This design comes from an exercise in tuning for small area, a short achievable clock period and few clock cycles per item on the open sky130 flow, not from production work. Where RTL was checked, it was by simulation tests only, not by an equivalence proof against the original. No functional check of the RTL was part of runs 1 and 2.

`design/flow/design.v`:
```
`default_nettype none
package sld_pkg;
  localparam int ChanCount   = 3;
  localparam int OutChannels = 3;
  localparam int MaskW       = 3;
  localparam int ChanIdxW    = (ChanCount > 1) ? $clog2(ChanCount) : 1;
  localparam int DutyW    = 10;
  localparam int PeriodW  = 11;
  localparam int SecondW  = 17;
  localparam int HourW    = 5;
  localparam int MinuteW  = 6;
  localparam int SecW     = 6;
  localparam int CfgIdxW  = 3;
  localparam int CfgDataW = 17;
  localparam int DivW     = DutyW + 1;
  localparam int DivSteps = DivW;
  localparam int DivCntW  = $clog2(DivSteps);
  localparam logic [DivW-1:0]    PeriodOffset  = 11'd430;
  localparam logic [PeriodW-1:0] PeriodBias    = 11'd10;
  localparam logic [PeriodW-1:0] StartPeriod   = 11'd9;
  localparam logic [SecondW-1:0] SecsPerHour   = 17'd3600;
  localparam logic [SecondW-1:0] SecsPerMinute = 17'd60;
  localparam logic [DutyW-1:0]   DivisorReset  = 10'd10;
  localparam logic [DutyW-1:0]   StepReset     = 10'd10;
  localparam logic FuncTime   = 1'b0;
  localparam logic FuncExpiry = 1'b1;
  typedef enum logic [CfgIdxW-1:0] {
    CFG_TARGET_CH1   = 3'd0,
    CFG_TARGET_CH2   = 3'd1,
    CFG_TARGET_CH3   = 3'd2,
    CFG_WIN_START    = 3'd3,
    CFG_WIN_STOP     = 3'd4,
    CFG_SMOOTH       = 3'd5,
    CFG_DIVISOR      = 3'd6,
    CFG_RAMP_STEP    = 3'd7
  } cfg_idx_e;
  typedef struct packed {
    logic               func;
    logic [HourW-1:0]   time_hour;
    logic [MinuteW-1:0] time_minute;
    logic [SecW-1:0]    time_second;
    logic [MaskW-1:0]   expired_mask;
  } sld_in_t;
  typedef struct packed {
    logic [DutyW-1:0]   duty_ch1;
    logic [DutyW-1:0]   duty_ch2;
    logic [DutyW-1:0]   duty_ch3;
    logic [PeriodW-1:0] period_ch1;
    logic [PeriodW-1:0] period_ch2;
    logic [PeriodW-1:0] period_ch3;
    logic               ramp_timer_on;
    logic               pwm_on;
    logic               window_active;
  } sld_out_t;
  typedef struct packed {
    logic load;
    logic apply;
    logic div_start;
    logic div_step;
    logic div_last;
    logic emit;
  } sld_cmd_t;
  typedef struct packed {
    logic pend_any;
    logic out_free;
  } sld_stat_t;
endpackage
`default_nettype wire
`default_nettype none
module sld_tracker (
  input  logic        clk_i,
  input  logic        ld_i,        
  input  logic        ldz_i,       
  input  logic [9:0]  ldr_i,
  input  logic [10:0] ldp_i,
  input  logic        upd_i,       
  input  logic        up_i,        
  input  logic [9:0]  opa_i,       
  input  logic [9:0]  opb_i,       
  input  logic [10:0] qadd_i,      
  output logic [10:0] per_o        
);
  logic [9:0]  r_q;
  logic [10:0] p_q;
  logic [10:0] a_sum, b_sum;
  logic        ge;
  assign a_sum = {1'b0, r_q} + {1'b0, opa_i} + {10'd0, !up_i};
  assign b_sum = {1'b0, r_q} + {1'b1, opb_i} + {10'd0, !up_i};
  assign ge    = !b_sum[10];
  assign per_o = p_q + qadd_i + {10'd0, ge};
  always_ff @(posedge clk_i) begin
    if (ldz_i) begin
      r_q <= 10'd430;
      p_q <= 11'd10;
    end else if (ld_i) begin
      r_q <= ldr_i;
      p_q <= ldp_i;
    end else if (upd_i) begin
      r_q <= ge ? b_sum[9:0] : a_sum[9:0];
      p_q <= per_o;
    end
  end
endmodule
`default_nettype wire
`default_nettype none
import sld_pkg::*;
module scheduled_led_soft_ramp_dimmer_core (
  input  logic                clk_i,
  input  logic                rst_ni,
  input  logic                cfg_we_i,
  input  logic [CfgIdxW-1:0]  cfg_idx_i,
  input  logic [CfgDataW-1:0] cfg_wdata_i,
  input  logic                in_valid_i,
  output logic                in_ready_o,
  input  logic [20:0]         in_data_i,
  output logic                out_valid_o,
  input  logic                out_ready_i,
  output logic [65:0]         out_data_o
);
  logic [2:0][9:0] tgt_q;
  logic [16:0]     wstart_q, wstop_q;
  logic            smooth_q;
  logic [9:0]      dv_q;      
  logic [9:0]      step_q;
  always_ff @(posedge clk_i or negedge rst_ni) begin
    if (!rst_ni) begin
      tgt_q    <= '0;
      wstart_q <= '0;
      wstop_q  <= '0;
      smooth_q <= 1'b0;
      dv_q     <= DivisorReset;
      step_q   <= StepReset;
    end else if (cfg_we_i) begin
      case (cfg_idx_i)
        3'd0: tgt_q[0] <= cfg_wdata_i[9:0];
        3'd1: tgt_q[1] <= cfg_wdata_i[9:0];
        3'd2: tgt_q[2] <= cfg_wdata_i[9:0];
        3'd3: wstart_q <= cfg_wdata_i;
        3'd4: wstop_q  <= cfg_wdata_i;
        3'd5: smooth_q <= cfg_wdata_i[0];
        3'd6: dv_q     <= (cfg_wdata_i[9:0] == 10'd0) ? 10'd1 : cfg_wdata_i[9:0];
        default: step_q <= cfg_wdata_i[9:0];
      endcase
    end
  end
  logic       wr_div, wr_step;
  logic [2:0] wr_tgt;
  assign wr_div  = cfg_we_i && (cfg_idx_i == 3'd6);
  assign wr_step = cfg_we_i && (cfg_idx_i == 3'd7);
  assign wr_tgt  = {cfg_we_i && (cfg_idx_i == 3'd2),
                    cfg_we_i && (cfg_idx_i == 3'd1),
                    cfg_we_i && (cfg_idx_i == 3'd0)};
  logic [20:0] e0_q;
  logic        ev_q, pv1_q;
  logic [1:0]  qc_q;        
  logic        take, adv1, adv2, go;
  logic [3:0]  p1_q;        
  logic [16:0] n1_q;        
  logic [12:0] hh;          
  logic [9:0]  mm;          
  logic [4:0]  qa_q, qb_q;  
  logic [4:0]  q_in;
  assign hh = {e0_q[19:15], 8'd0} - {3'd0, e0_q[19:15], 5'd0} + {8'd0, e0_q[19:15]};
  assign mm = {e0_q[14:9], 4'd0} - {4'd0, e0_q[14:9]};
  assign adv2       = pv1_q && !qc_q[1];
  assign adv1       = ev_q && (!pv1_q || !qc_q[1]);
  assign in_ready_o = !ev_q || !pv1_q || !qc_q[1];
  assign take       = in_valid_i && in_ready_o;
  always_ff @(posedge clk_i or negedge rst_ni) begin
    if (!rst_ni) begin
      ev_q  <= 1'b0;
      pv1_q <= 1'b0;
      qc_q  <= '0;
    end else begin
      if (take)      ev_q <= 1'b1;
      else if (adv1) ev_q <= 1'b0;
      if (adv1)      pv1_q <= 1'b1;
      else if (adv2) pv1_q <= 1'b0;
      qc_q <= qc_q + {1'b0, adv2} - {1'b0, go};
    end
  end
  assign q_in = {p1_q, (n1_q >= wstart_q) && (n1_q < wstop_q)};
  always_ff @(posedge clk_i) begin
    if (take) e0_q <= in_data_i;
    if (adv1) begin
      p1_q <= {e0_q[20], e0_q[2:0]};
      n1_q <= {hh, 4'd0} + {5'd0, mm, 2'd0} + {11'd0, e0_q[8:3]};
    end
    if (go) begin
      qa_q <= qc_q[1] ? qb_q : q_in;
    end else if (adv2 && qc_q == 2'd0) begin
      qa_q <= q_in;
    end
    if (adv2 && (qc_q == 2'd1) && !go) qb_q <= q_in;
  end
  logic        h_func, h_win;
  logic [2:0]  h_mask;
  assign h_func = qa_q[4];
  assign h_mask = qa_q[3:1];
  assign h_win  = qa_q[0];
  logic [9:0]  sa_q, sb_q, sq_q;
  logic        svalid_q, sbusy_q, sfin_q;
  logic [3:0]  scnt_q;
  logic [10:0] s_x, s_xs;
  logic        s_ge;
  logic        powered_q, powered_d, flip;
  assign s_x  = sbusy_q ? {sa_q, sq_q[9]} : (sfin_q ? {1'b0, sa_q} : {1'b0, step_q});
  assign s_xs = s_x - {1'b0, dv_q};
  assign s_ge = s_x >= {1'b0, dv_q};
  assign flip = powered_d != powered_q;
  always_ff @(posedge clk_i or negedge rst_ni) begin
    if (!rst_ni) begin
      svalid_q <= 1'b0;
      sbusy_q  <= 1'b0;
      sfin_q   <= 1'b0;
      scnt_q   <= '0;
    end else if (wr_div || wr_step) begin
      svalid_q <= 1'b0;
      sbusy_q  <= 1'b0;
      sfin_q   <= 1'b0;
    end else if (sbusy_q) begin
      scnt_q <= scnt_q + 4'd1;
      if (scnt_q == 4'd9) begin
        sbusy_q <= 1'b0;
        sfin_q  <= 1'b1;
      end
    end else if (sfin_q) begin
      sfin_q   <= 1'b0;
      svalid_q <= 1'b1;
    end else if (!svalid_q) begin
      sbusy_q <= s_ge;
      sfin_q  <= !s_ge;
      scnt_q  <= '0;
    end
  end
  always_ff @(posedge clk_i) begin
    if (!(wr_div || wr_step)) begin
      if (sbusy_q) begin
        sa_q <= s_ge ? s_xs[9:0] : s_x[9:0];
        sq_q <= {sq_q[8:0], s_ge};
      end else if (sfin_q) begin
        sa_q <= powered_d ? sa_q : ~s_xs[9:0];
        sb_q <= powered_d ? s_xs[9:0] : ~sa_q;
        sq_q <= powered_d ? sq_q : ~sq_q;
      end else if (!svalid_q) begin
        sa_q <= s_ge ? 10'd0 : step_q;
        sq_q <= s_ge ? step_q : 10'd0;
      end else if (flip) begin
        sa_q <= ~sb_q;
        sb_q <= ~sa_q;
        sq_q <= ~sq_q;
      end
    end
  end
  logic             run_q, oen_q;
  logic [2:0][9:0]  cur_q, dst_q, app_q;
  logic [2:0][10:0] per_q;
  logic [2:0]       done_q, mv_q;
  logic [2:0]       tz_q, tz_d;    
  logic             run_d, oen_d;
  logic [2:0][9:0]  cur_d, dst_d, app_d;
  logic [2:0][10:0] per_d;
  logic [2:0]       done_d, mv_d;
  logic [2:0]       t_valid_q, t_upd, t_ldz, t_ld, kill;
  logic [2:0]       t_drop, t_drop_q;   
  logic             sw_on0;             
  logic [2:0][9:0]  t_v;
  logic [2:0][10:0] t_per;
  logic             d_gt430;
  assign d_gt430 = dv_q > 10'd430;
  logic [2:0]       at_dst, tgt_nz, cur_nz;
  logic [2:0][9:0]  up_sum, dn_dif;
  logic [2:0][11:0] up_gap;
  logic [2:0]       up_clamp, dn_zero;
  logic [2:0]       done_up, done_dn;
  logic             fin_up, fin_dn;
  logic             stall;
  always_comb begin
    for (int i = 0; i < 3; i++) begin
      at_dst[i]   = cur_q[i] == dst_q[i];
      tgt_nz[i]   = tgt_q[i] != 10'd0;
      cur_nz[i]   = cur_q[i] != 10'd0;
      up_sum[i]   = cur_q[i] + step_q;
      up_gap[i]   = {2'b0, cur_q[i]} + {2'b0, step_q} - {2'b0, dst_q[i]};
      up_clamp[i] = !up_gap[i][11];
      dn_dif[i]   = cur_q[i] - step_q;
      dn_zero[i]  = cur_q[i] <= step_q;
      t_v[i]      = tz_q[i] ? 10'd0 : (powered_q && at_dst[i]) ? tgt_q[i] : cur_q[i];
    end
  end
  assign done_up = done_q | (h_mask & up_clamp);
  assign done_dn = done_q & ~(h_mask & dn_zero);
  assign fin_up  = &done_up;
  assign fin_dn  = ~|done_dn;
  logic [2:0] need, need_tz;
  assign need    = (h_func && run_q) ? (h_mask & mv_q) : 3'b0;
  assign need_tz = (qc_q != 2'd0) ? (need & tz_q) : 3'b0;
  assign stall   = (need & ~(t_valid_q & ~tz_q & {3{svalid_q}})) != 3'b0;
  assign go    = (qc_q != 2'd0) && (!out_valid_o || out_ready_i) && !stall;
  always_comb begin
    powered_d = powered_q;
    run_d     = run_q;
    oen_d     = oen_q;
    cur_d     = cur_q;
    dst_d     = dst_q;
    app_d     = app_q;
    per_d     = per_q;
    done_d    = done_q;
    mv_d      = mv_q;
    t_drop    = '0;
    tz_d      = tz_q & ~need_tz;
    if (wr_div) tz_d = {3{!powered_q}};
    sw_on0    = 1'b0;
    t_upd     = '0;
    if (go) begin
      if (!h_func) begin
        if (h_win && !powered_q) begin
          powered_d = 1'b1;
          if (smooth_q) begin
            for (int i = 0; i < 3; i++) begin
              cur_d[i]  = '0;
              per_d[i]  = StartPeriod;
              done_d[i] = 1'b0;
              dst_d[i]  = tgt_q[i];
            end
            mv_d  = tgt_nz;
            run_d = 1'b1;
            sw_on0 = 1'b1;
            tz_d   = '0;
          end else begin
            run_d   = 1'b0;
            app_d   = tgt_q;
            oen_d   = 1'b1;
            t_drop  = at_dst | tz_q;
            tz_d    = '0;
          end
        end else if (!h_win && powered_q) begin
          powered_d = 1'b0;
          if (smooth_q) begin
            for (int i = 0; i < 3; i++) begin
              if (at_dst[i]) cur_d[i] = tgt_q[i];
              dst_d[i]  = '0;
              done_d[i] = 1'b1;
              mv_d[i]   = at_dst[i] ? tgt_nz[i] : cur_nz[i];
            end
            run_d = 1'b1;
          end else begin
            run_d   = 1'b0;
            oen_d   = 1'b0;
            app_d   = '0;
            t_drop  = at_dst;
          end
        end
      end else if (run_q) begin
        for (int i = 0; i < 3; i++) begin
          if (h_mask[i]) begin
            t_upd[i] = mv_q[i];
            if (powered_q) begin
              if (up_clamp[i]) begin
                cur_d[i]   = dst_q[i];
                mv_d[i]    = 1'b0;
                t_drop[i] = mv_q[i];
              end else begin
                cur_d[i] = up_sum[i];
                per_d[i] = t_per[i];
              end
            end else begin
              if (dn_zero[i]) begin
                cur_d[i]   = '0;
                mv_d[i]    = 1'b0;
                t_drop[i] = mv_q[i];
              end else begin
                cur_d[i] = dn_dif[i];
                per_d[i] = t_per[i];
              end
            end
            app_d[i] = cur_d[i];
            oen_d    = 1'b1;
          end
        end
        done_d = powered_q ? done_up : done_dn;
        if (powered_q ? fin_up : fin_dn) run_d = 1'b0;
        if (!powered_q && fin_dn) begin
          oen_d = 1'b0;
          app_d = '0;
        end
      end
    end
  end
  always_ff @(posedge clk_i or negedge rst_ni) begin
    if (!rst_ni) begin
      powered_q <= 1'b0;
      run_q     <= 1'b0;
      oen_q     <= 1'b0;
      cur_q     <= '0;
      dst_q     <= '0;
      app_q     <= '0;
      per_q     <= {3{StartPeriod}};
      done_q    <= '0;
      mv_q      <= '0;
      tz_q      <= '0;
      t_drop_q  <= '0;
    end else begin
      powered_q <= powered_d;
      run_q     <= run_d;
      oen_q     <= oen_d;
      cur_q     <= cur_d;
      dst_q     <= dst_d;
      app_q     <= app_d;
      per_q     <= per_d;
      done_q    <= done_d;
      mv_q      <= mv_d;
      tz_q      <= tz_d;
      t_drop_q  <= t_drop;
    end
  end
  logic [2:0]  need_rb, v_zero, zsel, dsel, dtgt_q, dtgt_d, du_wr;
  logic        du_idle, du_start, du_zero;
  logic        dbusy_q, dfin_q;
  logic [3:0]  dcnt_q;
  logic [9:0]  dr_q, dv_sel;
  logic [10:0] dq_q, d_trial, d_sum, d_p;
  logic        d_ge;
  always_comb begin
    for (int i = 0; i < 3; i++) v_zero[i] = tz_q[i] || (t_v[i] == 10'd0);
  end
  assign kill    = {3{wr_div}} | wr_tgt | need_tz | t_drop_q | (sw_on0 ? ~tz_q : 3'b0);
  assign need_rb = ~t_valid_q & ~dtgt_q;
  assign du_idle = !dbusy_q && !dfin_q;
  assign zsel    = need_rb & v_zero;
  assign du_zero = zsel != 3'b0;
  assign dsel    = du_zero   ? zsel :
                   need_rb[0] ? 3'b001 :
                   need_rb[1] ? 3'b010 : 3'b100;
  assign du_start = du_idle && !wr_div && (need_rb != 3'b0) && !(du_zero && d_gt430);
  assign dv_sel  = du_zero ? 10'd0 : need_rb[0] ? t_v[0] : need_rb[1] ? t_v[1] : t_v[2];
  assign du_wr   = dfin_q ? (dtgt_q & ~kill) : 3'b0;
  assign t_ldz = ((sw_on0 && d_gt430) ? ~tz_q : 3'b0)
               | ((du_idle && d_gt430) ? (zsel & ~kill) : 3'b0);
  assign t_ld  = du_wr;
  always_comb begin
    dtgt_d = dtgt_q & ~kill;
    if (wr_div || dfin_q)     dtgt_d = '0;
    else if (du_start)        dtgt_d = dsel & ~kill;
  end
  assign d_trial = {dr_q, dq_q[10]};
  assign d_sum   = d_trial - {1'b0, dv_q};
  assign d_ge    = !d_sum[10];
  assign d_p     = dq_q + 11'd10;
  always_ff @(posedge clk_i or negedge rst_ni) begin
    if (!rst_ni) begin
      t_valid_q <= '0;
      dtgt_q    <= '0;
      dbusy_q   <= 1'b0;
      dfin_q    <= 1'b0;
      dcnt_q    <= '0;
    end else begin
      t_valid_q <= (t_valid_q & ~kill) | t_ldz | t_ld;
      dtgt_q    <= dtgt_d;
      if (wr_div || dtgt_d == 3'b0) begin
        dbusy_q <= 1'b0;
        dfin_q  <= 1'b0;
      end else if (du_start) begin
        dbusy_q <= 1'b1;
        dcnt_q  <= '0;
      end else if (dbusy_q) begin
        dcnt_q <= dcnt_q + 4'd1;
        if (dcnt_q == 4'd10) begin
          dbusy_q <= 1'b0;
          dfin_q  <= 1'b1;
        end
      end
    end
  end
  always_ff @(posedge clk_i) begin
    if (du_start) begin
      dr_q <= '0;
      dq_q <= {1'b0, dv_sel} + 11'd430;
    end else if (dbusy_q) begin
      dr_q <= d_ge ? d_sum[9:0] : d_trial[9:0];
      dq_q <= {dq_q[9:0], d_ge};
    end
  end
  for (genvar i = 0; i < 3; i++) begin : g_trk
    sld_tracker u_trk (
      .clk_i     (clk_i),
      .ld_i      (t_ld[i]),
      .ldz_i     (t_ldz[i]),
      .ldr_i     (dr_q),
      .ldp_i     (d_p),
      .upd_i     (t_upd[i]),
      .up_i      (powered_q),
      .opa_i     (sa_q),
      .opb_i     (sb_q),
      .qadd_i    ({!powered_q, sq_q}),
      .per_o     (t_per[i])
    );
  end
  logic out_valid_q;
  always_ff @(posedge clk_i or negedge rst_ni) begin
    if (!rst_ni)          out_valid_q <= 1'b0;
    else if (go)          out_valid_q <= 1'b1;
    else if (out_ready_i) out_valid_q <= 1'b0;
  end
  assign out_valid_o = out_valid_q;
  assign out_data_o  = {app_q[0], app_q[1], app_q[2],
                        per_q[0], per_q[1], per_q[2],
                        run_q, oen_q, powered_q};
endmodule
`default_nettype wire
```
`design/flow/flow/run.sh`:
```
#!/bin/bash
set -euo pipefail
bash standard.sh finish SETUP_SLACK_MARGIN=6.5 > make.log 2>&1
```
`design/flow/standard.sh`:
```
#!/bin/bash
# synth_recipe.tcl (not shown) runs the flow's synth.tcl, then flattens the netlist and writes it again
# the make line also repeats each setting of config.mk as NAME=value (left out here)
make -C /OpenROAD-flow-scripts/flow DESIGN_CONFIG=/design/flow/config.mk WORK_HOME=/design/flow/orfs CLKGATE_MAP_FILE= SYNTH_SCRIPT=/design/flow/synth_recipe.tcl "${@:-finish}"
```
`design/flow/config.mk`:
```
export PLATFORM = sky130hd
export DESIGN_NAME = scheduled_led_soft_ramp_dimmer_core
export DESIGN_NICKNAME = scheduled_led_soft_ramp_dimmer_core
export VERILOG_FILES = /design/flow/design.v
export SDC_FILE = /design/flow/constraint.sdc
export NUM_CORES = 4
export LEC_CHECK = 0
export CAP_MARGIN = 20
export CORE_MARGIN = 2
export CORE_UTILIZATION = 40
export SLEW_MARGIN = 20
```
`design/flow/constraint.sdc`:
```
create_clock -name core_clock -period 10.0 [get_ports {clk_i}]
set_input_delay 2.0000 -clock core_clock [delete_from_list [all_inputs] [get_ports {clk_i}]]
set_output_delay 2.0000 -clock core_clock [all_outputs]
set_load 0.01 [all_outputs]
```
==> summary.txt, run 1 <==
Placement
  – Placer Congestion: 0.975
  – Worst-case setup slack after placement: 4260 ps
  – Dpl hpwl: 76.7 mm
  – Buffers added on ports: 113

Worst setup path
  – Maximum fanout along the worst path: 3
  – Worst reg2reg path depth: 24
  – R2r setup slk: 5180 ps
  – Critical Path AT: 5290 ps
  – Critical Path RT: 10470 ps
  – Critical R2R Launch: powered_q
  – RR Endpoint: per_q[32]
  – Critical path destination: per_q[32]
  – Critical path launch point type: register
  – Kind of critical path: register to register
  – Crit end category: register
  – CP Launch Point: powered_q

Global routing
  – Initial antenna violation count: 7
  – Pin count of the biggest net entering global routing: 83
  – Total track usage: 0.286
  – Aggregate global routing overflow: 0
  – Number of global-route vias before repair: 27900
  – First-pass GRT wire length: 173 mm

Hold path
  – Worst min-delay path category: register to register

Floorplan
  – Starting density of the core: 0.406
  – Core outline area: 0.0762 sq mm
  – I/O pin total: 114
  – Area of the die: 0.0796 sq mm
  – Number of core rows: 101
  – Die X-Extent: 282 um
  – Die boundary height: 282 um

Timing
  – Number of pins exceeding their max-slew limit in the final report: 0
  – Post-route clock period utilization: 0.482
  – Unrepaired setup endpoints after global routing: true
  – Period minus WS final: 4820 ps
  – Worst path setup slack after routing: 5180 ps
  – Setup total negative slack: 0 ps
  – Normalized max-slew margin: 0.249
  – Worst Max-Slew Pin Slew: 1120 ps
  – Timing-limited maximum frequency: 0.207 GHz
  – Skew final: 49.8 ps
  – Final hold violation count: 0
  – Number of endpoints failing setup at the final stage: 0

CTS
  – Master cell of the clock root buffer: sky130_fd_sc_hd__clkbuf_16
  – Source-to-sink clock delay at the later pin of the worst-skew pair: 630 ps
  – Maximum buffer depth of the clock tree: 3
  – TritonCTS buffer count: 48
  – Sinks on Clock Net: 413
  – Clock H-tree levels: 2
  – Clock Pin Slew Worst Setup and Hold Paths: 60 ps
  – TritonCTS clock tree: yes
  – Count of hold buffers inserted by post-cts repair: 0

Logic synthesis
  – Number of warnings reported in the yosys synthesis log: 2
  – Most used flip-flop cell after synthesis: sky130_fd_sc_hd__dfrtp_1
  – Number of cells produced by synthesis: 3511
  – Synth Net Count: 3864
  – Count leader, synth: sky130_fd_sc_hd__nand2_1
  – Number of flip-flops and latches in the synthesized netlist: 413
  – Count of flip-flops with a built-in enable after synthesis: 93
  – Largest cells by area after synthesis: sky130_fd_sc_hd__dfrtp_1 19%, sky130_fd_sc_hd__ha_1 10%, sky130_fd_sc_hd__edfxtp_1 9.0%
  – Post-synth top cells: 398 x sky130_fd_sc_hd__nand2_1, 275 x sky130_fd_sc_hd__nor2_1, 262 x sky130_fd_sc_hd__inv_1
  – Area share of the leading cell type in the synthesized netlist: 0.192
  – Total standard cell area after synthesis: 0.0309 sq mm
  – Post-synthesis sequential area ratio: 0.338
  – Cell type with the highest aggregate area in the netlist: sky130_fd_sc_hd__dfrtp_1
  – Fraction of registers with async set or reset after synthesis: 0.598
  – Count of unique library cells instantiated by Yosys: 92
  – Mean instance size in the synthesized netlist: 8.81 sq um

Outcome
  – Outcome: complete, no violations

Route
  – Wire length the detailed router placed on met1: 48.6 mm
  – DRC Markers: 0
  – Initial DRT Pass Iterations: 6
  – Detailed-routed wire length on met2: 54.4 mm
  – Number of design-rule violations left by the first detailed-router iteration: 2868
  – Highest layer used for signal routing: met4
  – WL per Instance: 24.8 um
  – Via-per-instance ratio: 6.08
  – Routed via count: 30500
  – Count of nets left with antenna violations after detail routing: 0
  – DRT Wirelength: 124 mm
  – Routed met3 length: 12.6 mm

Cells and area
  – Area grow syn2layout: 36.6%
  – Share of cells above drive strength 1: 0.287
  – Count of nets after finishing: 4290

Job
  – Max-cap check violation count: 0
-- state kept, by name (all words and copies together) (netlist names), 21 cells and up --
| signal | flops |
|---|---|
| app_q | 30 |
| cur_q | 30 |
| dst_q | 30 |
| e0_q | 21 |
| g_trk.u_trk.p_q | 33 |
| g_trk.u_trk.r_q | 30 |
| per_q | 33 |
| tgt_q | 30 |
-- timing repair --
action                                 4_1_cts  5_1_grt
setup buffers                              184      160
pin swaps                                  147      299
gates cloned                                18       19
setup endpoints to repair                  416      310
endpoints found under the hold margin        0        0
resized for setup                          438      424
-- cells by family after synthesis --
logic type,Yosys count,synth area share
AOI/OAI and AO/OA,986,0.210
xor gates and xnor gates,166,0.0470
adders and majority gates,307,0.138
buffers and inverters,424,0.0528
DFF,413,0.338
muxes,176,0.0606
and+or+nand+nor,1039,0.154
-- through the flow --
step           cells  utilization  instance area (sq um)  hold WS [ps]
3_3_place_gp    4535        0.442                  33700           413
5_1_grt         5007        0.554                  42200           429
3_5_place_dp    4536        0.442                  33700           405
2_1_floorplan   3511            -                  31900           400
4_1_cts         4828        0.508                  38700           419
6_report        5009        0.554                  42200           417
-- worst min path at each step --
stage	startpoint	endpoint	depth (start not counted)
final	e0_q[0]	p1_q[0]	0
after global routing	e0_q[2]	p1_q[2]	0
after global placement	e0_q[1]	p1_q[1]	0
after detailed placement	e0_q[0]	p1_q[0]	0
after CTS	e0_q[0]	p1_q[0]	0
after floorplan	e0_q[3]	n1_q[0]	0
-- layout make-up --
cell class / instances / area, sq um
sequential: 413 / 10500
antenna: 2 / 5.00
timing repair buffer: 514 / 5200
clock buffer: 68 / 1380
tap: 1030 / 1290
clock inverter: 22 / 345
inverter: 264 / 1050
multi-input combinational: 2696 / 22500
fill: 6565 / 34000
-- cells in the final DEF, fill, tap and decap left out, types with 57 or more instances in the layout --
cell / count
sky130_fd_sc_hd__nand2_1: 365
sky130_fd_sc_hd__inv_1: 244
sky130_fd_sc_hd__buf_4: 243
sky130_fd_sc_hd__nor2_1: 242
sky130_fd_sc_hd__ha_1: 231
sky130_fd_sc_hd__dfrtp_1: 225
sky130_fd_sc_hd__o21ai_0: 154
sky130_fd_sc_hd__a21oi_1: 143
sky130_fd_sc_hd__xnor2_1: 103
sky130_fd_sc_hd__buf_6: 98
sky130_fd_sc_hd__edfxtp_1: 93
sky130_fd_sc_hd__mux2_2: 81
sky130_fd_sc_hd__mux2i_1: 80
sky130_fd_sc_hd__dfxtp_1: 73
sky130_fd_sc_hd__dlygate4sd2_1: 66
sky130_fd_sc_hd__nor3_1: 61
sky130_fd_sc_hd__o21ai_1: 60
sky130_fd_sc_hd__clkbuf_16: 57
-- metal layers --
metal	global-route usage	vias to the layer above
met5	0	-
met4	0.147	0
met3	0.0468	492
met2	0.450	1638
met1	0.379	14700
li1	-	13600
-- worst max-delay path, stage by stage, from the launching register on --
cell and delay [ps]:
sky130_fd_sc_hd__dfrtp_2 380, sky130_fd_sc_hd__buf_12 130, sky130_fd_sc_hd__inv_12 30, sky130_fd_sc_hd__buf_16 110
sky130_fd_sc_hd__buf_12 120, sky130_fd_sc_hd__fa_2 380, sky130_fd_sc_hd__fa_2 360, sky130_fd_sc_hd__a21o_1 200
sky130_fd_sc_hd__a21oi_2 170, sky130_fd_sc_hd__o21bai_1 130, sky130_fd_sc_hd__a2111o_1 440, sky130_fd_sc_hd__a41oi_4 230
sky130_fd_sc_hd__inv_4 60, sky130_fd_sc_hd__fa_2 390, sky130_fd_sc_hd__inv_2 70, sky130_fd_sc_hd__fa_2 190
sky130_fd_sc_hd__nor2b_1 50, sky130_fd_sc_hd__o21ai_1 150, sky130_fd_sc_hd__a21boi_1 100, sky130_fd_sc_hd__o21ai_2 210
sky130_fd_sc_hd__a21o_1 190, sky130_fd_sc_hd__a311oi_1 100, sky130_fd_sc_hd__buf_4 160, sky130_fd_sc_hd__mux2i_1 110
sky130_fd_sc_hd__mux2_4 260
==> inputs of run 2 (changes only) <==
==> design/flow/flow/run.sh (replaced) <==
#!/bin/bash
set -euo pipefail
bash standard.sh finish SETUP_SLACK_MARGIN=6 > make.log 2>&1
==> run 2 against run 1 <==
Die area stayed put. Worst setup slack better by 240 ps. Non-clock buffer count is 248 lower. Design area is 12% lower. Flip-flop and latch count stayed put. Sequential share of layout area is 3.5 points higher. Critical path depth is 4 lower. Worst hold slack better by 4.9 ps.
==> summary.txt, run 2 <==
Worst setup path
  – Slowest stage cell on the critical path: sky130_fd_sc_hd__edfxtp_1
  – Critical path cell sequence: fa_2 > fa_2 > a21o_1 > a21oi_2 > o21bai_1 > a2111o_1 > a41oi_4 > inv_4 > fa_2 > inv_2 > fa_2 > nor2b_1 > o21ai_1 > a21boi_1 > o21ai_2 > a2111oi_2 > a311oi_1 > buf_4 > mux2i_1 > mux2_2
  – Critical R2R Launch: sb_q[0]
  – Worst reg2reg path depth: 20
  – R2r setup slk: 5420 ps
  – Kind of critical path: register to register
  – Crit end category: register
  – Critical Path AT: 5080 ps
  – RR Endpoint: per_q[32]
  – Largest stage delay on the critical path: 450 ps
  – Maximum fanout along the worst path: 3
  – Critical path launch point type: register
  – Cell repeated most along the worst path: sky130_fd_sc_hd__fa_2
  – Critical Path RT: 10500 ps

CTS
  – Count of hold buffers inserted by post-cts repair: 0
  – Source-to-sink clock delay at the later pin of the worst-skew pair: 640 ps
  – Master cell of the clock root buffer: sky130_fd_sc_hd__clkbuf_16
  – TritonCTS clock tree: yes
  – Sinks on Clock Net: 413
  – Clock H-tree levels: 2
  – Maximum buffer depth of the clock tree: 3
  – TritonCTS buffer count: 49
  – Clock Pin Slew Worst Setup and Hold Paths: 60 ps

Route
  – Routed via count: 27800
  – WL per Instance: 23.0 um
  – DRT Wirelength: 109 mm
  – DRC Markers: 0
  – Count of nets left with antenna violations after detail routing: 0
  – Number of design-rule violations left by the first detailed-router iteration: 2627
  – Via-per-instance ratio: 5.86
  – Initial DRT Pass Iterations: 6

Floorplan
  – I/O pin total: 114
  – Number of core rows: 101
  – Die X-Extent: 282 um
  – Die boundary height: 282 um
  – Area of the die: 0.0796 sq mm
  – Core outline area: 0.0762 sq mm
  – Starting density of the core: 0.406

Logic synthesis
  – Count of unique library cells instantiated by Yosys: 92
  – Number of warnings reported in the yosys synthesis log: 2
  – Mean instance size in the synthesized netlist: 8.81 sq um
  – Cell type with the highest aggregate area in the netlist: sky130_fd_sc_hd__dfrtp_1
  – Post-synthesis sequential area ratio: 0.338
  – Total standard cell area after synthesis: 0.0309 sq mm
  – Number of cells produced by synthesis: 3511
  – Count of flip-flops with a built-in enable after synthesis: 93
  – Number of flip-flops and latches in the synthesized netlist: 413
  – Post-synth top cells: 398 x sky130_fd_sc_hd__nand2_1, 275 x sky130_fd_sc_hd__nor2_1, 262 x sky130_fd_sc_hd__inv_1
  – Largest cells by area after synthesis: sky130_fd_sc_hd__dfrtp_1 19%, sky130_fd_sc_hd__ha_1 10%, sky130_fd_sc_hd__edfxtp_1 9.0%
  – Area share of the leading cell type in the synthesized netlist: 0.192
  – Synth Net Count: 3864
  – Fraction of registers with async set or reset after synthesis: 0.598
  – Most used flip-flop cell after synthesis: sky130_fd_sc_hd__dfrtp_1
  – Count leader, synth: sky130_fd_sc_hd__nand2_1

Timing
  – Timing-limited maximum frequency: 0.218 GHz
  – Post-route clock period utilization: 0.458
  – Final hold violation count: 0
  – Setup total negative slack: 0 ps
  – Number of pins exceeding their max-slew limit in the final report: 0
  – Skew final: 40.3 ps
  – Number of endpoints failing setup at the final stage: 0
  – Normalized max-slew margin: 0.280
  – Worst Max-Slew Pin Slew: 1080 ps
  – Unrepaired setup endpoints after global routing: true
  – Period minus WS final: 4580 ps

Job
  – Max-cap check violation count: 0

Cells and area
  – Diode insertion count for antenna repair: 0
  – Top flop regs: g_trk.u_trk.p_q (33), per_q (33)
  – Commonest cells after routing, fill and taps aside: 382 x sky130_fd_sc_hd__nand2_1, 263 x sky130_fd_sc_hd__nor2_1, 252 x sky130_fd_sc_hd__inv_1
  – Share of cells above drive strength 1: 0.152
  – Count of nets after finishing: 4031
  – Layout filler cell count: 7306
  – Finished layout cell area: 0.0370 sq mm
  – Most frequent standard cell in the layout excluding fill and tap cells: sky130_fd_sc_hd__nand2_1
  – Area grow syn2layout: 19.5%
  – Area of combinational cells with multiple inputs: 0.0201 sq mm
  – Reg area: 0.0105 sq mm

Global routing
  – First-pass GRT wire length: 163 mm
  – Aggregate global routing overflow: 0
  – Total track usage: 0.268
  – Initial antenna violation count: 3
  – Pin count of the biggest net entering global routing: 84
  – Number of global-route vias before repair: 26400

Placement
  – Dpl hpwl: 77.2 mm
  – Buffers added on ports: 113
  – Placer Congestion: 0.947
  – Standard cell area after detailed placement: 0.0334 sq mm

Hold path
  – Hold Path Cell Cnt: 0
  – Hold worst-path end: p1_q[2]
  – Hold Path Origin: e0_q[2]
  – Worst min-delay path category: register to register

Outcome
  – Outcome: complete, no violations
==> run 2: cell counts after synthesis <==
Identical to the previous run, type by type.
==> run 2: cell type report <==
class | count | share of cell area
multi-input combinational | 2684 | 0.545
sequential | 413 | 0.283
timing repair buffer | 266 | 0.0644
clock buffer | 64 | 0.0366
tap | 1030 | 0.0349
inverter | 264 | 0.0275
clock inverter | 28 | 0.00870
==> run 2: how the worst max path moves through the flow <==
stage	end	start	slack, ps
after floorplan	per_q[32]	powered_q	4950
after global placement	g_trk[0].u_trk.p_q[2]	out_ready_i	4340
after detailed placement	g_trk[0].u_trk.p_q[2]	out_ready_i	4230
after CTS	per_q[32]	sb_q[0]	5460
after global routing	per_q[32]	sb_q[0]	5240
final	per_q[32]	sb_q[0]	5420
==> run 2: critical path: cells and delay by family (launching register included) <==
family / cells / cell delay, ps
flops: 1 / 450
buf+inv: 3 / 320
compound gates: 10 / 1970
fa+ha+maj: 4 / 1340
simple gates: 1 / 50
mux: 2 / 310
==> run 2: layer usage <==
layer	up-vias	track usage	wire length (um)	part of all wire
met5	-	0	7	0.000064
met4	2	0.118	5110	0.047
met3	234	0.0453	8270	0.076
met2	1095	0.425	49300	0.45
met1	13400	0.359	46300	0.42
li1	13100	-	-	-
==> run 2: cell families after synthesis <==
| group | synth area share |
|---|---|
| multiplexers | 0.0606 |
| XOR/XNOR | 0.0470 |
| adder cells (fa/ha/maj) | 0.138 |
| AO/OA/AOI/OAI | 0.210 |
| buffers and inverters | 0.0528 |
| flip-flops | 0.338 |
| AND/OR/NAND/NOR | 0.154 |
==> run 2: through the flow <==
stage	setup slack, ps	cells	hold slack (ps)	util
2_1_floorplan	4950	3511	400	-
3_3_place_gp	4340	4550	418	0.438
3_5_place_dp	4230	4550	411	0.438
4_1_cts	5460	4690	427	0.471
5_1_grt	5240	4749	436	0.485
6_report	5420	4749	422	0.485
==> run 2: repair_timing <==
item | in CTS | in global routing
buffers inserted | 45 | 52
resized for setup | 123 | 115
gates cloned | 3 | 7
pin swaps | 45 | 60
setup endpoints to repair | 284 | 207
endpoints found under the hold margin | 0 | 0
==> inputs of run 3 (changes only) <==
--- a/design/flow/design.v
+++ b/design/flow/design.v
@@ -83,10 +83,12 @@
   logic [9:0]  r_q;
   logic [10:0] p_q;
-  logic [10:0] a_sum, b_sum;
+  logic [10:0] a_sum, b_sum, p0, p1;
   logic        ge;
   assign a_sum = {1'b0, r_q} + {1'b0, opa_i} + {10'd0, !up_i};
   assign b_sum = {1'b0, r_q} + {1'b1, opb_i} + {10'd0, !up_i};
   assign ge    = !b_sum[10];
-  assign per_o = p_q + qadd_i + {10'd0, ge};
+  assign p0    = p_q + qadd_i;
+  assign p1    = p_q + qadd_i + 11'd1;
+  assign per_o = ge ? p1 : p0;
   always_ff @(posedge clk_i) begin
     if (ldz_i) begin
--- a/design/flow/config.mk
+++ b/design/flow/config.mk
@@ -8,4 +8,4 @@
 export CAP_MARGIN = 20
 export CORE_MARGIN = 2
-export CORE_UTILIZATION = 40
+export CORE_UTILIZATION = 60
 export SLEW_MARGIN = 20
==> run 3 against run 2 <==
Worst hold slack lost 5.2 ps. Maximum frequency grew 15%. Synthesized cell count shrank 2.0%. First-iteration DRC count grew 15%. Flip-flop and latch count is the same. Register-to-register slack gained 600 ps. Critical path depth shrank 5. Non-clock buffer count shrank 52. Via count grew 1.1%. Design area shrank 3.7%. Highest routed layer unchanged.
==> summary.txt, run 3 <==
Outcome
  – Outcome: complete, no violations

Timing
  – Worst Max-Slew Pin Slew: 1050 ps
  – Number of pins exceeding their max-slew limit in the final report: 0
  – Normalized max-slew margin: 0.300
  – Post-route clock period utilization: 0.398
  – Final hold violation count: 0
  – Unrepaired setup endpoints after global routing: true
  – Skew final: 32.7 ps
  – Number of endpoints failing setup at the final stage: 0
  – Period minus WS final: 3980 ps
  – Worst Hold Margin: 416 ps
  – Timing-limited maximum frequency: 0.251 GHz
  – Setup total negative slack: 0 ps

Route
  – Routed via count: 28100
  – DRT Wirelength: 107 mm
  – Via-per-instance ratio: 6.58
  – Initial DRT Pass Iterations: 6
  – DRC Markers: 0
  – Number of design-rule violations left by the first detailed-router iteration: 3018
  – Count of nets left with antenna violations after detail routing: 0
  – WL per Instance: 25.0 um

Placement
  – Dpl hpwl: 76.1 mm
  – Placer Congestion: 1.00
  – Buffers added on ports: 113
  – Standard cell area after detailed placement: 0.0327 sq mm

Logic synthesis
  – Largest cells by area after synthesis: sky130_fd_sc_hd__dfrtp_1 19%, sky130_fd_sc_hd__ha_1 10%, sky130_fd_sc_hd__edfxtp_1 9.0%
  – Number of flip-flops and latches in the synthesized netlist: 413
  – Post-synth top cells: 387 x sky130_fd_sc_hd__nand2_1, 257 x sky130_fd_sc_hd__ha_1, 244 x sky130_fd_sc_hd__nor2_1
  – Count of unique library cells instantiated by Yosys: 101
  – Mean instance size in the synthesized netlist: 8.99 sq um
  – Synth Net Count: 3798
  – Count leader, synth: sky130_fd_sc_hd__nand2_1
  – Total standard cell area after synthesis: 0.0309 sq mm
  – Count of flip-flops with a built-in enable after synthesis: 93
  – Fraction of registers with async set or reset after synthesis: 0.598
  – Cell type with the highest aggregate area in the netlist: sky130_fd_sc_hd__dfrtp_1
  – Number of warnings reported in the yosys synthesis log: 2
  – Number of cells produced by synthesis: 3442
  – Most used flip-flop cell after synthesis: sky130_fd_sc_hd__dfrtp_1
  – Area share of the leading cell type in the synthesized netlist: 0.192
  – Post-synthesis sequential area ratio: 0.338

Global routing
  – First-pass GRT wire length: 162 mm
  – Aggregate global routing overflow: 0
  – Number of global-route vias before repair: 27300
  – Initial antenna violation count: 3
  – Total track usage: 0.395
  – Pin count of the biggest net entering global routing: 113

Worst setup path
  – Worst reg2reg path depth: 15
  – CP Launch Point: step_q[1]
  – Critical path destination: cur_q[2]
  – Kind of critical path: register to register
  – Crit end category: register
  – Critical R2R Launch: step_q[1]
  – R2r setup slk: 6020 ps
  – Critical Path RT: 10470 ps
  – Critical path launch point type: register
  – Critical Path AT: 4450 ps
  – RR Endpoint: cur_q[2]
  – Maximum fanout along the worst path: 7

Hold path
  – Worst min-delay path category: register to register

CTS
  – Master cell of the clock root buffer: sky130_fd_sc_hd__clkbuf_16
  – Sinks on Clock Net: 413
  – Clock Pin Slew Worst Setup and Hold Paths: 60 ps
  – Count of hold buffers inserted by post-cts repair: 0
  – Source-to-sink clock delay at the later pin of the worst-skew pair: 620 ps
  – Clock H-tree levels: 2
  – TritonCTS buffer count: 48
  – TritonCTS clock tree: yes
  – Maximum buffer depth of the clock tree: 3

Cells and area
  – Area grow syn2layout: 15.1%
  – Post-layout utilization of the core: 0.695
  – Share of cells above drive strength 1: 0.130
  – Finished layout cell area: 0.0356 sq mm
  – Count of nets after finishing: 3910
  – Top flop regs: g_trk.u_trk.p_q (33), per_q (33)
  – Most frequent standard cell in the layout excluding fill and tap cells: sky130_fd_sc_hd__nand2_1
  – Commonest cells after routing, fill and taps aside: 382 x sky130_fd_sc_hd__nand2_1, 256 x sky130_fd_sc_hd__ha_1, 238 x sky130_fd_sc_hd__nor2_1

Floorplan
  – Starting density of the core: 0.604
  – Area of the die: 0.0534 sq mm
  – Die boundary height: 231 um
  – Number of core rows: 83
  – I/O pin total: 114
  – Die X-Extent: 231 um
  – Core outline area: 0.0512 sq mm

Job
  – Max-cap check violation count: 0
==> run 3: cell types whose count changed after synthesis, sizes merged, moves of 16 or more <==
cell | previous run | this run
nor2 | 275 | 247
nor3 | 80 | 60
mux2 | 85 | 106
clkbuf | 133 | 108
or3 | 37 | 14
inv | 262 | 228
a311oi | 34 | 5
xnor2 | 125 | 146
a21oi | 211 | 232
o21ai | 262 | 246
xor2 | 41 | 84
o211ai | 40 | 69
buf | 27 | 48
mux2i | 91 | 70
==> run 3: per-stage QoR <==
stage / instances / setup slack, ps
CTS: 4247 / 5940
global route: 4274 / 5870
global placement: 4125 / 4630
finish: 4275 / 6020
floorplan: 3442 / 6010
detailed placement: 4125 / 4570
==> run 3: kinds of logic after synthesis <==
group                      after synthesis  share of synthesized area
AOI/OAI and AO/OA                      964                      0.205
xor gates and xnor gates               231                     0.0658
adders and majority gates              310                      0.138
buffers and inverters                  387                     0.0496
DFF                                    413                      0.338
muxes                                  176                     0.0612
and+or+nand+nor                        961                      0.143
==> run 3: what timing repair did <==
item / CTS / global route
setup endpoints to repair: 292 / 182
buffers inserted: 28 / 22
resized for setup: 70 / 97
pin swaps: 12 / 31
gates cloned: 4 / 4
==> run 3: worst min path at each step <==
stage	from	endpoint	depth (start not counted)
3_3_place_gp	e0_q[0]	p1_q[0]	0
6_report	e0_q[0]	p1_q[0]	0
3_5_place_dp	e0_q[0]	p1_q[0]	0
5_1_grt	e0_q[20]	p1_q[3]	0
4_1_cts	e0_q[0]	p1_q[0]	0
2_1_floorplan	e0_q[3]	n1_q[0]	0
==> run 3: cell type report <==
cell class	instances	area (sq um)
Tap cell	680	851
Timing Repair Buffer	214	2090
Clock buffer	68	1440
Fill cell	4076	15600
Sequential cell	413	10500
Clock inverter	22	231
Antenna cell	1	2.50
Multi-Input combinational cell	2646	19700
Inverter	231	883
==> run 3: layer usage <==
metal | track usage | vias up | share of wire
met4 | 0.226 | 2 | 0.069
met3 | 0.0824 | 452 | 0.095
met5 | 0 | - | 0.00012
met2 | 0.634 | 1541 | 0.45
li1 | - | 12600 | -
met1 | 0.497 | 13600 | 0.38
==> run 3: critical path, stage by stage, from the launching register on <==
cell	delay, ps
sky130_fd_sc_hd__dfstp_4	700
sky130_fd_sc_hd__clkinvlp_4	150
sky130_fd_sc_hd__buf_6	140
sky130_fd_sc_hd__fa_1	530
sky130_fd_sc_hd__inv_1	50
sky130_fd_sc_hd__ha_1	280
sky130_fd_sc_hd__and3b_1	180
sky130_fd_sc_hd__o21a_1	190
sky130_fd_sc_hd__o211ai_1	200
sky130_fd_sc_hd__a211oi_2	100
sky130_fd_sc_hd__nor3_2	290
sky130_fd_sc_hd__buf_6	200
sky130_fd_sc_hd__mux2_2	350
sky130_fd_sc_hd__a22oi_2	200
sky130_fd_sc_hd__o21ai_0	110
sky130_fd_sc_hd__a21boi_0	150
Testbench counts of run 3, summed over its fixed seeds: cycles 4,579, items 3,822.
==> inputs of run 4 (changes only) <==
--- a/design/flow/config.mk
+++ b/design/flow/config.mk
@@ -8,4 +8,4 @@
 export CAP_MARGIN = 20
 export CORE_MARGIN = 2
-export CORE_UTILIZATION = 60
+export CORE_UTILIZATION = 40
 export SLEW_MARGIN = 20
==> run 4 against run 3 <==
Via count down 5.2%. Maximum frequency down 0.15%. Critical path type unchanged. Clock-buffer cell count down 8. Highest routed layer unchanged.
==> summary.txt, run 4 <==
CTS
  – TritonCTS buffer count: 50
  – Sinks on Clock Net: 413
  – Clock H-tree levels: 2
  – TritonCTS clock tree: yes
  – Source-to-sink clock delay at the later pin of the worst-skew pair: 610 ps
  – Clock Pin Slew Worst Setup and Hold Paths: 60 ps
  – Maximum buffer depth of the clock tree: 3
  – Master cell of the clock root buffer: sky130_fd_sc_hd__clkbuf_16

Floorplan
  – Number of core rows: 101
  – I/O pin total: 114
  – Die X-Extent: 282 um
  – Die boundary height: 282 um
  – Area of the die: 0.0796 sq mm
  – Starting density of the core: 0.405
  – Core outline area: 0.0763 sq mm

Global routing
  – Aggregate global routing overflow: 0
  – Total track usage: 0.251
  – Pin count of the biggest net entering global routing: 146
  – Initial antenna violation count: 7
  – First-pass GRT wire length: 153 mm
  – Number of global-route vias before repair: 25300

Placement
  – Placer Congestion: 0.938
  – Buffers added on ports: 113
  – Standard cell area after detailed placement: 0.0332 sq mm
  – Dpl hpwl: 72.8 mm

Route
  – DRT Wirelength: 102 mm
  – Count of nets left with antenna violations after detail routing: 0
  – WL per Instance: 22.0 um
  – Initial DRT Pass Iterations: 5
  – Number of design-rule violations left by the first detailed-router iteration: 2187
  – DRC Markers: 0
  – Routed via count: 26700
  – Via-per-instance ratio: 5.77

Logic synthesis
  – Area share of the leading cell type in the synthesized netlist: 0.192
  – Count of flip-flops with a built-in enable after synthesis: 93
  – Mean instance size in the synthesized netlist: 8.99 sq um
  – Post-synth top cells: 387 x sky130_fd_sc_hd__nand2_1, 257 x sky130_fd_sc_hd__ha_1, 244 x sky130_fd_sc_hd__nor2_1
  – Synth Net Count: 3798
  – Largest cells by area after synthesis: sky130_fd_sc_hd__dfrtp_1 19%, sky130_fd_sc_hd__ha_1 10%, sky130_fd_sc_hd__edfxtp_1 9.0%
  – Count of unique library cells instantiated by Yosys: 101
  – Count leader, synth: sky130_fd_sc_hd__nand2_1
  – Fraction of registers with async set or reset after synthesis: 0.598
  – Number of warnings reported in the yosys synthesis log: 2
  – Number of flip-flops and latches in the synthesized netlist: 413
  – Post-synthesis sequential area ratio: 0.338
  – Most used flip-flop cell after synthesis: sky130_fd_sc_hd__dfrtp_1
  – Number of cells produced by synthesis: 3442
  – Cell type with the highest aggregate area in the netlist: sky130_fd_sc_hd__dfrtp_1
  – Total standard cell area after synthesis: 0.0309 sq mm

Hold path
  – Worst min-delay path category: register to register

Worst setup path
  – Slowest stage cell on the critical path: sky130_fd_sc_hd__fa_1
  – Worst reg2reg path depth: 13
  – Critical path launch point type: register
  – Critical R2R Launch: step_q[7]
  – RR Endpoint: run_q
  – Critical path destination: run_q
  – Kind of critical path: register to register
  – CP Launch Point: step_q[7]
  – Critical path cell sequence: buf_4 > inv_1 > fa_1 > inv_1 > ha_1 > o211a_1 > nand3_1 > o21a_1 > a21oi_2 > a21oi_1 > a2111oi_2 > o221ai_1 > a22o_1
  – Largest stage delay on the critical path: 620 ps
  – R2r setup slk: 6010 ps
  – Critical Path AT: 4480 ps
  – Maximum fanout along the worst path: 8
  – Crit end category: register
  – Critical Path RT: 10490 ps
  – Cell repeated most along the worst path: sky130_fd_sc_hd__inv_1

Timing
  – Unrepaired setup endpoints after global routing: true
  – Number of pins exceeding their max-slew limit in the final report: 0
  – Normalized max-slew margin: 0.221
  – Post-route clock period utilization: 0.399
  – Number of endpoints failing setup at the final stage: 0
  – Setup total negative slack: 0 ps
  – Timing-limited maximum frequency: 0.251 GHz
  – Final hold violation count: 0
  – Worst Max-Slew Pin Slew: 1160 ps
  – Period minus WS final: 3990 ps
  – Skew final: 16.3 ps

Cells and area
  – Count of nets after finishing: 3907
  – Area of combinational cells with multiple inputs: 0.0194 sq mm
  – Layout filler cell count: 7369
  – Finished layout cell area: 0.0357 sq mm
  – Area grow syn2layout: 15.5%
  – Reg area: 0.0105 sq mm
  – Commonest cells after routing, fill and taps aside: 382 x sky130_fd_sc_hd__nand2_1, 257 x sky130_fd_sc_hd__ha_1, 240 x sky130_fd_sc_hd__nor2_1
  – Most frequent standard cell in the layout excluding fill and tap cells: sky130_fd_sc_hd__nand2_1
  – Top flop regs: g_trk.u_trk.p_q (33), per_q (33)
  – Share of cells above drive strength 1: 0.116

Outcome
  – Outcome: complete, no violations

Job
  – Max-cap check violation count: 0
run 4: layer usage:
metal	routed length, um	track usage
met5	76	0
met4	3340	0.0796
met3	8750	0.0449
met2	45300	0.398
met1	44200	0.347
run 4: repair_timing:
item                       CTS  global route
pin swaps                    7             4
setup endpoints to repair  266           118
gates resized for setup     53            44
gates cloned                 2             2
setup buffers               29            22
hold buffers                 0             0
run 4: logic make-up after synthesis:
kind of cell / after synthesis / share of synthesized area
AOI/OAI and AO/OA: 964 / 0.205
xor gates and xnor gates: 231 / 0.0658
adders and majority gates: 310 / 0.138
buffers and inverters: 387 / 0.0496
DFF: 413 / 0.338
muxes: 176 / 0.0612
and+or+nand+nor: 961 / 0.143
run 4: worst min-delay path by stage:
stage / startpoint / endpoint / slack (ps) / depth (start not counted)
2_1_floorplan: e0_q[3] / n1_q[0] / 400 / 0
3_3_place_gp: e0_q[4] / n1_q[1] / 400 / 0
3_5_place_dp: e0_q[2] / p1_q[2] / 410 / 0
4_1_cts: e0_q[2] / p1_q[2] / 420 / 0
5_1_grt: e0_q[3] / n1_q[0] / 420 / 0
6_report: e0_q[3] / n1_q[0] / 420 / 0
run 4: area by class of cell:
| type | instances | area share |
|---|---|---|
| antenna | 2 | 0.000140 |
| clock buffer | 60 | 0.0372 |
| clock inverter | 34 | 0.0110 |
| inverter | 231 | 0.0248 |
| multi-input combinational | 2645 | 0.542 |
| sequential | 413 | 0.293 |
| tap | 1030 | 0.0361 |
| timing repair buffer | 210 | 0.0559 |
run 4: metrics by stage:
stage	hold WS [ps]	setup slack, ps	std cells	util
final	419	6010	4625	0.468
after global routing	421	5860	4624	0.468
after CTS	419	6000	4599	0.464
after detailed placement	405	4690	4474	0.435
after global placement	402	4680	4474	0.434
after floorplan	400	6010	3442	-
run 4: critical path, delay by kind of cell, from the launching register on:
kind	cells	cell delay [ps]
compound gates	7	1920
fa+ha+maj	2	900
buf+inv	3	640
flops	1	320
simple gates	1	90
==> inputs of run 5 (changes only) <==
==> design/flow/flow/run.sh (replaced) <==
#!/bin/bash
set -euo pipefail
bash standard.sh finish SETUP_SLACK_MARGIN=5.5 > make.log 2>&1
==> run 5 against run 4 <==
Still clean. Register-to-register slack got worse by 320 ps. Design area is 1.5% lower. Global-route usage rose by 0.13 points. Wire length is 0.71% lower. Clock-buffer cell count increased by 12. Critical path depth fell by 4. Die area did not move. Synthesized cell count did not move. Critical endpoint is now g_trk[2].u_trk.r_q[4]. Largest cell class unchanged.
==> summary.txt, run 5 <==
Outcome
  – Outcome: complete, no violations

CTS
  – Count of hold buffers inserted by post-cts repair: 0
  – Source-to-sink clock delay at the later pin of the worst-skew pair: 620 ps
  – TritonCTS clock tree: yes
  – Maximum buffer depth of the clock tree: 3
  – Clock Pin Slew Worst Setup and Hold Paths: 60 ps
  – Sinks on Clock Net: 413
  – TritonCTS buffer count: 51
  – Master cell of the clock root buffer: sky130_fd_sc_hd__clkbuf_16
  – Clock H-tree levels: 2

Route
  – Routed via count: 26600
  – Count of nets left with antenna violations after detail routing: 0
  – Via-per-instance ratio: 5.80
  – DRT Wirelength: 101 mm
  – DRC Markers: 0
  – WL per Instance: 22.0 um
  – Number of design-rule violations left by the first detailed-router iteration: 2366
  – Initial DRT Pass Iterations: 6

Logic synthesis
  – Number of warnings reported in the yosys synthesis log: 2
  – Count of unique library cells instantiated by Yosys: 101
  – Post-synth top cells: 387 x sky130_fd_sc_hd__nand2_1, 257 x sky130_fd_sc_hd__ha_1, 244 x sky130_fd_sc_hd__nor2_1
  – Number of flip-flops and latches in the synthesized netlist: 413
  – Fraction of registers with async set or reset after synthesis: 0.598
  – Cell type with the highest aggregate area in the netlist: sky130_fd_sc_hd__dfrtp_1
  – Most used flip-flop cell after synthesis: sky130_fd_sc_hd__dfrtp_1
  – Count leader, synth: sky130_fd_sc_hd__nand2_1
  – Total standard cell area after synthesis: 0.0309 sq mm
  – Mean instance size in the synthesized netlist: 8.99 sq um
  – Post-synthesis sequential area ratio: 0.338
  – Count of flip-flops with a built-in enable after synthesis: 93
  – Area share of the leading cell type in the synthesized netlist: 0.192
  – Synth Net Count: 3798
  – Number of cells produced by synthesis: 3442
  – Largest cells by area after synthesis: sky130_fd_sc_hd__dfrtp_1 19%, sky130_fd_sc_hd__ha_1 10%, sky130_fd_sc_hd__edfxtp_1 9.0%

Worst setup path
  – Largest stage delay on the critical path: 750 ps
  – Slowest stage cell on the critical path: sky130_fd_sc_hd__and3_1
  – Crit end category: register
  – CP Launch Point: cfg_idx_i[1]
  – Critical path launch point type: input port
  – Maximum fanout along the worst path: 17
  – Critical Path RT: 10470 ps
  – Critical path destination: g_trk[2].u_trk.r_q[4]
  – Worst reg2reg path depth: 11
  – R2r setup slk: 5690 ps
  – Critical Path Stages: 9
  – Critical path cell sequence: clkdlybuf4s50_1 > nand2_1 > nor2_1 > a211oi_1 > o31a_1 > and3_1 > a211oi_1 > a21oi_1 > nor2_1
  – Largest delay contributor family on the critical path: simple AND/OR/NAND/NOR gates
  – Kind of critical path: input port to register
  – Critical Path AT: 4820 ps
  – Critical R2R Launch: qa_q[0]
  – RR Endpoint: g_trk[2].u_trk.p_q[0]
  – Buffers plus inverters on the worst setup path: 1

Timing
  – Final hold violation count: 0
  – Unrepaired setup endpoints after global routing: false
  – Number of pins exceeding their max-slew limit in the final report: 0
  – Skew final: 36.5 ps
  – Worst Max-Slew Pin Slew: 1250 ps
  – Number of endpoints failing setup at the final stage: 0
  – Post-route clock period utilization: 0.436
  – Normalized max-slew margin: 0.166
  – Period minus WS final: 4360 ps
  – Timing-limited maximum frequency: 0.230 GHz
  – Worst Hold Margin: 424 ps
  – Setup total negative slack: 0 ps

Global routing
  – Pin count of the biggest net entering global routing: 110
  – Initial antenna violation count: 4
  – Aggregate global routing overflow: 0
  – Number of global-route vias before repair: 25400
  – First-pass GRT wire length: 155 mm
  – Total track usage: 0.252

Cells and area
  – Non-filler cells, final: 4588
  – Count of nets after finishing: 3872
  – Area grow syn2layout: 13.8%
  – Finished layout cell area: 0.0352 sq mm
  – Diode insertion count for antenna repair: 0
  – Commonest cells after routing, fill and taps aside: 385 x sky130_fd_sc_hd__nand2_1, 256 x sky130_fd_sc_hd__ha_1, 241 x sky130_fd_sc_hd__nor2_1
  – Top flop regs: g_trk.u_trk.p_q (33), per_q (33)
  – Share of cells above drive strength 1: 0.0987
  – Post-layout utilization of the core: 0.461
  – Most frequent standard cell in the layout excluding fill and tap cells: sky130_fd_sc_hd__nand2_1
  – Layout filler cell count: 7375

Floorplan
  – Die boundary height: 282 um
  – Number of core rows: 101
  – I/O pin total: 114
  – Core outline area: 0.0763 sq mm
  – Starting density of the core: 0.405
  – Die X-Extent: 282 um
  – Area of the die: 0.0796 sq mm

Placement
  – Standard cell area after detailed placement: 0.0332 sq mm
  – Cell Count Post-Placement: 4479
  – Placer Congestion: 0.939
  – Dpl hpwl: 73.5 mm
  – Buffers added on ports: 113

Job
  – Max-cap check violation count: 0

Hold path
  – Worst min-delay path category: register to register
-- run 5: cell counts after synthesis --
No cell type changed its count.
-- run 5: metrics by stage --
stage	setup slack [ps]
global placement	4600
CTS	5540
finish	5640
detailed placement	4580
floorplan	5600
global route	5500
-- run 5: per-layer routing --
metal / track usage / part of all wire / wire length (um) / vias to the layer above
li1: - / - / - / 12500
met1: 0.348 / 0.43 / 43800 / 12800
met2: 0.402 / 0.45 / 45100 / 1105
met3: 0.0472 / 0.089 / 8970 / 186
met4: 0.0738 / 0.030 / 3020 / 2
met5: 0 / 0.00013 / 13 / -
-- run 5: worst min-delay path by stage --
stage                 start       to  cells after the start
CTS                 e0_q[3]  n1_q[0]                      0
global placement    e0_q[4]  n1_q[1]                      0
detailed placement  e0_q[3]  n1_q[0]                      0
floorplan           e0_q[3]  n1_q[0]                      0
global route        e0_q[3]  n1_q[0]                      0
finish              e0_q[3]  n1_q[0]                      0
-- run 5: cells by family after synthesis --
family	count (synthesis)	share of synthesized area
simple gates	961	0.143
xor+xnor	231	0.0658
mux	176	0.0612
compound gates	964	0.205
fa+ha+maj	310	0.138
flops	413	0.338
buf+inv	387	0.0496
-- run 5: area by class of cell --
type / count / area [sq um] / share of cell area
Clock inverter: 23 / 268 / 0.00761
Timing Repair Buffer: 177 / 1630 / 0.0464
Inverter: 231 / 871 / 0.0247
Tap cell: 1030 / 1290 / 0.0366
Sequential cell: 413 / 10400 / 0.297
Clock buffer: 72 / 1520 / 0.0432
Multi-Input combinational cell: 2642 / 19200 / 0.545
-- run 5: worst reg2reg max path, stage by stage (launching register included) --
cell                       delay (ps)
sky130_fd_sc_hd__edfxtp_1         470
sky130_fd_sc_hd__ha_2             210
sky130_fd_sc_hd__buf_4            520
sky130_fd_sc_hd__nor2b_4          280
sky130_fd_sc_hd__buf_4            460
sky130_fd_sc_hd__a21o_1           240
sky130_fd_sc_hd__and4_1           460
sky130_fd_sc_hd__nand2_1          220
sky130_fd_sc_hd__nor2_1           170
sky130_fd_sc_hd__nor2_1            60
sky130_fd_sc_hd__nor2_1           920
sky130_fd_sc_hd__nor3_1           150
-- run 5: repair_timing --
item / CTS / global route
resized for setup: 9 / 10
hold endpoints to repair: 0 / 0
pin swaps: 0 / 4
setup endpoints to repair: 91 / 107
buffers inserted: 5 / 9

## re-timing with driven ports
How much do the figures lean on ideal ports? The routed layouts below were timed once more, with nothing changed but the port constraints. Step 1 assumes that a clkbuf_16 drives the clock port and a buf_2 every other input. Step 2, shift: input delay + t, output delay - t, t = (earliest + latest rising clock arrival at the registers) / 2. This alone moves slack from input paths to output paths. Slacks: no drivers / after step 1 / after step 2; pairs: no drivers / after step 1.
run | t, ns | slack for setup (ns) | worst hold slack (ns) | worst setup path at the end
run 1 | 0.674 | 5.180 / 5.180 / 5.180 | 0.417 / 0.417 / 0.417 | register to register
run 2 | 0.684 | 5.421 / 5.421 / 5.391 | 0.422 / 0.422 / 0.422 | input to register
run 3 | 0.664 | 6.019 / 6.019 / 5.488 | 0.416 / 0.416 / 0.416 | input to register
run 4 | 0.671 | 6.013 / 5.956 / 5.432 | 0.419 / 0.419 / 0.419 | input to register
run 5 | 0.669 | 5.645 / 5.663 / 4.995 | 0.424 / 0.424 / 0.424 | input to register
After both steps setup and hold are still met in every run listed. The setup slack of run 5, which loses most, moves by +0.018 ns with the drivers and by -0.650 ns with both steps.
